From an optimization exercise on the open Yosys and OpenROAD flow, aimed at small area, a short achievable clock period and few clock cycles; shortcuts taken in it are not production practice. Only simulation tests tie the RTL to the original design; equivalence was not proved. No activity file was given, so power comes from the tool's default toggle rates.

<file path="design/flow/config.mk">
export PLATFORM = sky130hd
export DESIGN_NAME = text_command_line_parser_top
export DESIGN_NICKNAME = text_command_line_parser_top
export VERILOG_FILES = /design/flow/design.v
export SDC_FILE = /design/flow/constraint.sdc
export NUM_CORES = 4
export LEC_CHECK = 0
export CAP_MARGIN = 20
export CORE_MARGIN = 2
export CORE_UTILIZATION = 40
export SLEW_MARGIN = 20
</file>
<file path="design/flow/constraint.sdc">
create_clock -name core_clock -period 12.0 [get_ports {clk}]
set_input_delay 2.4000 -clock core_clock [delete_from_list [all_inputs] [get_ports {clk}]]
set_output_delay 2.4000 -clock core_clock [all_outputs]
set_load 0.01 [all_outputs]
</file>
<file path="design/flow/design.v">
`timescale 1ns / 1ps
package tcp_pkg;
    typedef enum logic [3:0] {
        PH_START,
        PH_E,
        PH_D,
        PH_S,
        PH_STOP,
        PH_SETP,
        PH_T,
        PH_EN_OK,
        PH_DIS_OK,
        PH_REJECT,
        PH_SET_LEAD,
        PH_SET_INT,
        PH_SET_FRAC,
        PH_TURN_LEAD,
        PH_TURN_INT
    } phase_t;
    typedef enum logic [1:0] {
        KIND_ENABLE,
        KIND_DISABLE,
        KIND_SETPOINT,
        KIND_TURN
    } cmd_kind_t;
    localparam logic [7:0] CH_NUL   = 8'h00;
    localparam logic [7:0] CH_TAB   = 8'h09;
    localparam logic [7:0] CH_LF    = 8'h0A;
    localparam logic [7:0] CH_VT    = 8'h0B;
    localparam logic [7:0] CH_FF    = 8'h0C;
    localparam logic [7:0] CH_CR    = 8'h0D;
    localparam logic [7:0] CH_SPACE = 8'h20;
    localparam logic [7:0] CH_PLUS  = 8'h2B;
    localparam logic [7:0] CH_MINUS = 8'h2D;
    localparam logic [7:0] CH_DOT   = 8'h2E;
    localparam logic [7:0] CH_ZERO  = 8'h30;
    localparam logic [7:0] CH_NINE  = 8'h39;
    localparam logic [7:0] CH_D     = 8'h44;
    localparam logic [7:0] CH_E     = 8'h45;
    localparam logic [7:0] CH_S     = 8'h53;
    localparam logic [7:0] CH_T     = 8'h54;
    localparam logic [31:0] MAG_CAP = 32'h8000_0000;
    localparam logic [31:0] POS_MAX = 32'h7FFF_FFFF;
    typedef struct packed {
        logic        emit;
        cmd_kind_t   kind;
        logic        negative;
        logic [31:0] acc;
        logic [1:0]  frac;
    } hit_t;
    typedef struct packed {
        cmd_kind_t          cmd_kind;
        logic signed [31:0] pitch_centideg;
        logic signed [31:0] turn_rate_hz;
    } cmd_t;
    function automatic logic [3:0] kw_len(tcp_pkg::phase_t ph);
        logic [3:0] len;
        unique case (ph)
            tcp_pkg::PH_E:    len = 4'd6;
            tcp_pkg::PH_D:    len = 4'd7;
            tcp_pkg::PH_STOP: len = 4'd4;
            tcp_pkg::PH_SETP: len = 4'd9;
            tcp_pkg::PH_T:    len = 4'd5;
            default: len = 4'd0;
        endcase
        kw_len = len;
    endfunction
    function automatic logic [7:0] kw_char(tcp_pkg::phase_t ph, logic [3:0] pos);
        logic [71:0] w;
        logic [71:0] w_sh;
        unique case (ph)
            tcp_pkg::PH_E:    w = {"ENABLE", 24'h0};
            tcp_pkg::PH_D:    w = {"DISABLE", 16'h0};
            tcp_pkg::PH_STOP: w = {"STOP", 40'h0};
            tcp_pkg::PH_SETP: w = "SETPOINT ";
            tcp_pkg::PH_T:    w = {"TURN ", 32'h0};
            default: w = 72'h0;
        endcase
        w_sh = w << {pos, 3'b000};
        kw_char = w_sh[71:64];
    endfunction
    function automatic tcp_pkg::phase_t kw_done(tcp_pkg::phase_t ph);
        tcp_pkg::phase_t nx;
        unique case (ph)
            tcp_pkg::PH_E:    nx = tcp_pkg::PH_EN_OK;
            tcp_pkg::PH_D:    nx = tcp_pkg::PH_DIS_OK;
            tcp_pkg::PH_STOP: nx = tcp_pkg::PH_DIS_OK;
            tcp_pkg::PH_SETP: nx = tcp_pkg::PH_SET_LEAD;
            tcp_pkg::PH_T:    nx = tcp_pkg::PH_TURN_LEAD;
            default: nx = tcp_pkg::PH_REJECT;
        endcase
        kw_done = nx;
    endfunction
    function automatic logic [31:0] add_digit(logic [31:0] acc, logic [3:0] d);
        logic [35:0] v;
        v = (36'(acc) << 3) + (36'(acc) << 1) + 36'(d);
        add_digit = (v > 36'(tcp_pkg::MAG_CAP)) ? tcp_pkg::MAG_CAP : v[31:0];
    endfunction
endpackage
`timescale 1ns / 1ps
module tcp_scale (
    input  tcp_pkg::hit_t hit,
    output tcp_pkg::cmd_t cmd
);
    logic [6:0]  mul;
    logic [38:0] prod;
    logic [31:0] mag;
    logic [31:0] sval;
    always_comb
    begin
        if (hit.kind == tcp_pkg::KIND_SETPOINT)
        begin
            unique case (hit.frac)
                2'd0:    mul = 7'd100;
                2'd1:    mul = 7'd10;
                default: mul = 7'd1;
            endcase
        end
        else
        begin
            mul = 7'd1;
        end
    end
    assign prod = 39'(hit.acc) * 39'(mul);
    always_comb
    begin
        if (hit.negative)
        begin
            mag  = (prod >= 39'(tcp_pkg::MAG_CAP)) ? tcp_pkg::MAG_CAP : prod[31:0];
            sval = ~mag + 32'd1;
        end
        else
        begin
            mag  = (prod > 39'(tcp_pkg::POS_MAX)) ? tcp_pkg::POS_MAX : prod[31:0];
            sval = mag;
        end
    end
    always_comb
    begin
        cmd.cmd_kind       = hit.kind;
        cmd.pitch_centideg = (hit.kind == tcp_pkg::KIND_SETPOINT) ? sval : 32'sd0;
        cmd.turn_rate_hz   = (hit.kind == tcp_pkg::KIND_TURN) ? sval : 32'sd0;
    end
endmodule
`timescale 1ns / 1ps
module tcp_matcher #(
    parameter int MAX_LINE_CHARS = 63
) (
    input  logic          clk,
    input  logic          rst_n,
    input  logic          step,
    input  logic [7:0]    rx_byte,
    output tcp_pkg::hit_t hit
);
    localparam int CW = $clog2(MAX_LINE_CHARS + 1);
    tcp_pkg::phase_t phase_reg;
    tcp_pkg::phase_t phase_next;
    logic [CW-1:0] count_reg;
    logic [CW-1:0] count_next;
    logic neg_reg;
    logic neg_next;
    logic [31:0] acc_reg;
    logic [31:0] acc_next;
    logic [1:0] frac_reg;
    logic [1:0] frac_next;
    logic ended_reg;
    logic ended_next;
    logic   is_digit;
    logic   is_blank;
    logic   is_set;
    tcp_pkg::phase_t lead_ph;
    tcp_pkg::phase_t int_ph;
    logic [3:0] klen;
    assign is_digit = (rx_byte >= tcp_pkg::CH_ZERO) && (rx_byte <= tcp_pkg::CH_NINE);
    assign is_blank = (rx_byte == tcp_pkg::CH_SPACE) || (rx_byte == tcp_pkg::CH_TAB) ||
                      (rx_byte == tcp_pkg::CH_VT) || (rx_byte == tcp_pkg::CH_FF);
    assign is_set   = (phase_reg == tcp_pkg::PH_SET_LEAD) || (phase_reg == tcp_pkg::PH_SET_INT) ||
                      (phase_reg == tcp_pkg::PH_SET_FRAC);
    assign lead_ph  = is_set ? tcp_pkg::PH_SET_LEAD : tcp_pkg::PH_TURN_LEAD;
    assign int_ph   = is_set ? tcp_pkg::PH_SET_INT : tcp_pkg::PH_TURN_INT;
    assign klen     = tcp_pkg::kw_len(phase_reg);
    always_comb
    begin
        hit          = '0;
        hit.negative = neg_reg;
        hit.acc      = acc_reg;
        hit.frac     = frac_reg;
        hit.kind     = tcp_pkg::KIND_ENABLE;
        if (step && rx_byte == tcp_pkg::CH_LF && count_reg != '0)
        begin
            unique case (phase_reg)
                tcp_pkg::PH_EN_OK:
                begin
                    hit.emit = 1'b1;
                    hit.kind = tcp_pkg::KIND_ENABLE;
                end
                tcp_pkg::PH_DIS_OK:
                begin
                    hit.emit = 1'b1;
                    hit.kind = tcp_pkg::KIND_DISABLE;
                end
                tcp_pkg::PH_SET_LEAD, tcp_pkg::PH_SET_INT, tcp_pkg::PH_SET_FRAC:
                begin
                    hit.emit = 1'b1;
                    hit.kind = tcp_pkg::KIND_SETPOINT;
                end
                tcp_pkg::PH_TURN_LEAD, tcp_pkg::PH_TURN_INT:
                begin
                    hit.emit = 1'b1;
                    hit.kind = tcp_pkg::KIND_TURN;
                end
                default:
                begin
                    hit.emit = 1'b0;
                end
            endcase
        end
    end
    always_comb
    begin
        phase_next = phase_reg;
        count_next = count_reg;
        neg_next   = neg_reg;
        acc_next   = acc_reg;
        frac_next  = frac_reg;
        ended_next = ended_reg;
        priority if (!step || rx_byte == tcp_pkg::CH_CR)
        begin
        end
        else if (rx_byte == tcp_pkg::CH_LF || count_reg >= CW'(MAX_LINE_CHARS))
        begin
            phase_next = tcp_pkg::PH_START;
            count_next = '0;
            neg_next   = 1'b0;
            acc_next   = '0;
            frac_next  = '0;
            ended_next = 1'b0;
        end
        else
        begin
            count_next = count_reg + 1'b1;
            priority if (ended_reg)
            begin
            end
            else if (rx_byte == tcp_pkg::CH_NUL)
            begin
                ended_next = 1'b1;
            end
            else
            begin
                unique case (phase_reg)
                    tcp_pkg::PH_START:
                    begin
                        priority if (rx_byte == tcp_pkg::CH_E)      phase_next = tcp_pkg::PH_E;
                        else if (rx_byte == tcp_pkg::CH_D)          phase_next = tcp_pkg::PH_D;
                        else if (rx_byte == tcp_pkg::CH_S)          phase_next = tcp_pkg::PH_S;
                        else if (rx_byte == tcp_pkg::CH_T)          phase_next = tcp_pkg::PH_T;
                        else                               phase_next = tcp_pkg::PH_REJECT;
                    end
                    tcp_pkg::PH_S:
                    begin
                        priority if (rx_byte == tcp_pkg::CH_T)      phase_next = tcp_pkg::PH_STOP;
                        else if (rx_byte == tcp_pkg::CH_E)          phase_next = tcp_pkg::PH_SETP;
                        else                               phase_next = tcp_pkg::PH_REJECT;
                    end
                    tcp_pkg::PH_E, tcp_pkg::PH_D, tcp_pkg::PH_STOP, tcp_pkg::PH_SETP, tcp_pkg::PH_T:
                    begin
                        if (count_reg < CW'(klen) && rx_byte == tcp_pkg::kw_char(phase_reg, count_reg[3:0]))
                        begin
                            if (count_reg == CW'(klen - 4'd1))
                                phase_next = tcp_pkg::kw_done(phase_reg);
                        end
                        else
                        begin
                            phase_next = tcp_pkg::PH_REJECT;
                        end
                    end
                    tcp_pkg::PH_SET_FRAC:
                    begin
                        if (is_digit)
                        begin
                            if (frac_reg < 2'd2)
                            begin
                                acc_next  = tcp_pkg::add_digit(acc_reg, rx_byte[3:0]);
                                frac_next = frac_reg + 2'd1;
                            end
                        end
                        else
                        begin
                            ended_next = 1'b1;
                        end
                    end
                    tcp_pkg::PH_SET_LEAD, tcp_pkg::PH_SET_INT, tcp_pkg::PH_TURN_LEAD, tcp_pkg::PH_TURN_INT:
                    begin
                        priority if (is_digit)
                        begin
                            acc_next   = tcp_pkg::add_digit(acc_reg, rx_byte[3:0]);
                            phase_next = int_ph;
                        end
                        else if (is_set && rx_byte == tcp_pkg::CH_DOT)
                        begin
                            phase_next = tcp_pkg::PH_SET_FRAC;
                        end
                        else if (phase_reg == lead_ph && is_blank)
                        begin
                        end
                        else if (phase_reg == lead_ph &&
                                 (rx_byte == tcp_pkg::CH_PLUS || rx_byte == tcp_pkg::CH_MINUS))
                        begin
                            neg_next   = (rx_byte == tcp_pkg::CH_MINUS);
                            phase_next = int_ph;
                        end
                        else
                        begin
                            ended_next = 1'b1;
                        end
                    end
                    default:
                    begin
                        phase_next = tcp_pkg::PH_REJECT;
                    end
                endcase
            end
        end
    end
    always_ff @(posedge clk or negedge rst_n)
    begin
        if (!rst_n)
        begin
            phase_reg <= tcp_pkg::PH_START;
            count_reg <= '0;
            neg_reg   <= 1'b0;
            acc_reg   <= '0;
            frac_reg  <= '0;
            ended_reg <= 1'b0;
        end
        else
        begin
            phase_reg <= phase_next;
            count_reg <= count_next;
            neg_reg   <= neg_next;
            acc_reg   <= acc_next;
            frac_reg  <= frac_next;
            ended_reg <= ended_next;
        end
    end
endmodule
`timescale 1ns / 1ps
module text_command_line_parser_top #(
    parameter int MAX_LINE_CHARS = 63
) (
    input  logic        clk,
    input  logic        rst_n,
    input  logic        rx_valid,
    output logic        rx_ready,
    input  logic [7:0]  rx_byte,
    output logic        cmd_valid,
    input  logic        cmd_ready,
    output logic [1:0]  cmd_kind,
    output logic [31:0] pitch_centideg,
    output logic [31:0] turn_rate_hz
);
    logic       byte_valid_reg;
    logic [7:0] byte_reg;
    logic out_valid_reg;
    tcp_pkg::cmd_t cmd_reg;
    logic fire;       
    tcp_pkg::hit_t hit;
    tcp_pkg::cmd_t cmd_new;
    assign fire     = byte_valid_reg && (!out_valid_reg || cmd_ready);
    assign rx_ready = !byte_valid_reg || fire;
    tcp_matcher #(
        .MAX_LINE_CHARS (MAX_LINE_CHARS)
    ) u_matcher (
        .clk     (clk),
        .rst_n   (rst_n),
        .step    (fire),
        .rx_byte (byte_reg),
        .hit     (hit)
    );
    tcp_scale u_scale (
        .hit (hit),
        .cmd (cmd_new)
    );
    always_ff @(posedge clk or negedge rst_n)
    begin
        if (!rst_n)
        begin
            byte_valid_reg <= 1'b0;
            out_valid_reg  <= 1'b0;
        end
        else
        begin
            if (rx_valid && rx_ready)
                byte_valid_reg <= 1'b1;
            else if (fire)
                byte_valid_reg <= 1'b0;
            if (fire && hit.emit)
                out_valid_reg <= 1'b1;
            else if (cmd_ready)
                out_valid_reg <= 1'b0;
        end
    end
    always_ff @(posedge clk)
    begin
        if (rx_valid && rx_ready)
            byte_reg <= rx_byte;
        if (fire && hit.emit)
            cmd_reg <= cmd_new;
    end
    assign cmd_valid          = out_valid_reg;
    assign cmd_kind       = cmd_reg.cmd_kind;
    assign pitch_centideg = cmd_reg.pitch_centideg;
    assign turn_rate_hz   = cmd_reg.turn_rate_hz;
endmodule
</file>
<file path="design/flow/run.sh">
#!/bin/bash
# synth_recipe.tcl (not shown) runs the flow's synth.tcl, then flattens the netlist and writes it again
# the make line also repeats each setting of config.mk as NAME=value (left out here)
make -C /OpenROAD-flow-scripts/flow DESIGN_CONFIG=/design/flow/config.mk WORK_HOME=/design/flow/orfs CLKGATE_MAP_FILE= SYNTH_SCRIPT=/design/flow/synth_recipe.tcl finish
</file>
==> impl_metrics.tcl <==
set metrics [dict create \
    synth_ff_type "edfxtp_1" \
    grtUsageTotal_pct 20.3 \
    power_density_mw_per_mm2 78.9 \
    insertion_delay_ns 0.44 \
    grt_max_degree 67 \
    ys_types 96 \
    cp_common_cell "fa_1" \
    rsz0062_at_grt "false" \
    synthTopCellsByCount "184 x inv_1, 180 x nand2_1, 152 x ha_1, 146 x nor2_1, 109 x fa_1" \
    wire_per_inst_um 17.2 \
    setup_violations 0 \
    critPathRequiredTime_ns 12.29 \
    fin_crit_sh_pct 94.2 \
    h-tree-depth 4 \
    largest_register_ffs 66 \
    period_minus_slack_ns 11.31 \
    syn_area_mm2 0.0160 \
    fp.dieH_um 204 \
    rows 73 \
    cts_buffers 17 \
    hold_violations 0 \
    hold_class "reg -> reg" \
    grt_pass1_wl_mm 69.1 \
    ys_ff_latch 122 \
    path_max_fanout 20 \
    dp_hpwl_mm 32.5 \
    first_pass_iters 5 \
    slew_headroom_pct 28.3 \
    ant_nets 0 \
    place_congestion 0.927 \
    clkTransAtPathRegs_ns 0.06 \
    fmax_mhz 88.4 \
    cap_violations 0 \
    antenna_found_initial 0 \
    postCtsSetupBuffers 0 \
    initial_core_util_pct 40.4 \
    peakVddDrop_uv 97.7 \
    yosys_warnings 3 \
    drt_iter0_markers 945 \
    synth_top_area_share_pct 13.9 \
    yosysMostFrequentCell "inv_1" \
    max_slew.worst_pin.slew_ns 1.08 \
    cts_resized 0 \
    area_delta_synth_final_pct 11.1 \
    drv_slew 0 \
    grt_pass1_vias 13500 \
    synthCells 1870 \
    async_flop_share_pct 39.3 \
    seq_area_frac_synth_pct 21.4 \
    cp_num_buf_inv 5 \
    tns_ns 0 \
    nNetsFinal 2152 \
    synth_area_leader_cell "edfxtp_1" \
    crit_path_end_kind "flip-flop" \
    status "finished clean" \
    slowest_stage "and3_1" \
    grt_overflow 0 \
    layout-drive-gt1-share_pct 4.81 \
    die_width_um 204 \
    vias_per_cell 5.64 \
    postLayoutCoreUtil_pct 44.8 \
    synth.area.top_cells "edfxtp_1 14%, fa_1 14%, ha_1 12%" \
    fillerInstances 3847 \
    vias 13600 \
    finalWirelength_mm 41.7 \
    route.detailed.drc 0 \
    fin_skew_ns 0.0156 \
    multi_input_area_mm2 0.0115 \
    avgSynthCellArea_um2 8.55 \
    tritoncts "built" \
    synth-edff-count 74 \
    cts.sinks 122 \
    arrival_ns 11.60 \
    slowest_delay_ns 0.65 \
    portBuffers 79 \
    crit_type "in -> reg" \
    postCtsHoldBufs 0 \
    seqCellArea_mm2 0.00342 \
    synth_nets 2143 \
    power.leakage_nw 8.22 \
    root_buffer "clkbuf_16" \
    clockBufferDepth 2 \
    startpoint_type "input port" \
    dieArea_mm2 0.0416 \
    cp_top_family "simple AND/OR/NAND/NOR gates" \
    fp.coreArea_mm2 0.0396 \
    pin_count 80 \
]
cells by family after synthesis:
family	share of synthesized area [%]
AO/OA/AOI/OAI	19.6
XOR/XNOR	5.43
adder cells (fa/ha/maj)	25.6
buffers and inverters	6.98
flip-flops	21.4
multiplexers	1.53
AND/OR/NAND/NOR	19.4
cell type report:
type | instances | area share [%]
Antenna cell | 1 | 0.0141
Clock buffer | 17 | 2.39
Clock inverter | 15 | 1.02
Inverter | 185 | 3.91
Multi-Input combinational cell | 1458 | 64.6
Sequential cell | 122 | 19.3
Tap cell | 525 | 3.70
Timing Repair Buffer | 95 | 5.10
per-stage QoR:
stage / cell area (um^2) / power [mW] / cells / hold slack [ns] / setup WS (ns)
5_1_grt: 17800 / 1.47 / 2417 / 0.602 / 0.0700
6_report: 17800 / 1.40 / 2418 / 0.555 / 0.692
2_1_floorplan: 16000 / 0.782 / 1870 / 0.506 / 1.47
3_3_place_gp: 17200 / 0.852 / 2385 / 0.534 / 0.538
4_1_cts: 17800 / 1.40 / 2417 / 0.566 / 0.718
3_5_place_dp: 17200 / 0.855 / 2385 / 0.558 / 0.284
per-layer routing:
| metal | global-route usage, % | part of all wire, % |
|---|---|---|
| met5 | 0 | 0 |
| met3 | 2.98 | 5.8 |
| met1 | 28.7 | 47 |
| met2 | 32.2 | 45 |
| met4 | 5.72 | 2.0 |
placed cells by master, fill, tap and decap left out, types with 26 or more instances in the layout:
cell type,Yosys,routed
fa_1,109,109
nand3_1,45,45
clkdlybuf4s50_1,0,78
nand2_1,180,180
edfxtp_1,74,74
a21o_1,36,36
ha_1,152,152
nor3_1,36,36
dfrtp_1,48,48
xnor2_1,59,59
and2_1,55,55
xor2_1,37,36
a32o_1,26,26
and3_1,28,27
a21oi_1,106,106
o21ai_0,83,83
nor2_1,146,145
inv_1,184,184
power breakdown:
| group | internal (mW) | switching, mW |
|---|---|---|
| Clock | 0.315 | 0.229 |
| Sequential | 0.456 | 0.0618 |
| Combinational | 0.148 | 0.192 |
| Total | 0.918 | 0.484 |
worst paths after layout:
path                       depth (start not counted)  slack (ns)                   from                     end
max in group asynchronous                          2        9.49                  rst_n   u_matcher.acc_reg[18]
max reg2reg                                       31        2.00            byte_reg[4]             cmd_reg[58]
max                                               32        0.69              cmd_ready             cmd_reg[58]
min reg2reg                                        1        0.55  u_matcher.frac_reg[0]   u_matcher.frac_reg[0]
min in group asynchronous                          2        2.05                  rst_n  u_matcher.phase_reg[0]
min                                                1        0.55  u_matcher.frac_reg[0]   u_matcher.frac_reg[0]
Testbench counts, summed over its fixed seeds: cycles 40,726.

[separate check: timing with driven ports]
The flow's constraints put no driver on any port. The routed layout listed below was extracted and timed again, unchanged, in two steps.
Step 1, drivers: a clkbuf_16 drives clk and a buf_2 each remaining input, both assumed.
Step 2, shift: input delay + t, output delay - t, t = (earliest + latest rising clock arrival at the registers) / 2. This alone moves slack from input paths to output paths.
Slacks: ideal / step 1 / step 2; pairs: ideal / step 1.
shift t [ns]: 0.486
setup slack, ns: 0.692 / 0.721 / 0.234
worst register clock-pin slew, ns: 0.08 / 0.08
After both steps setup and hold are still met in this run. The setup slack of this run moves by +0.029 ns with the drivers and by -0.458 ns with both steps.
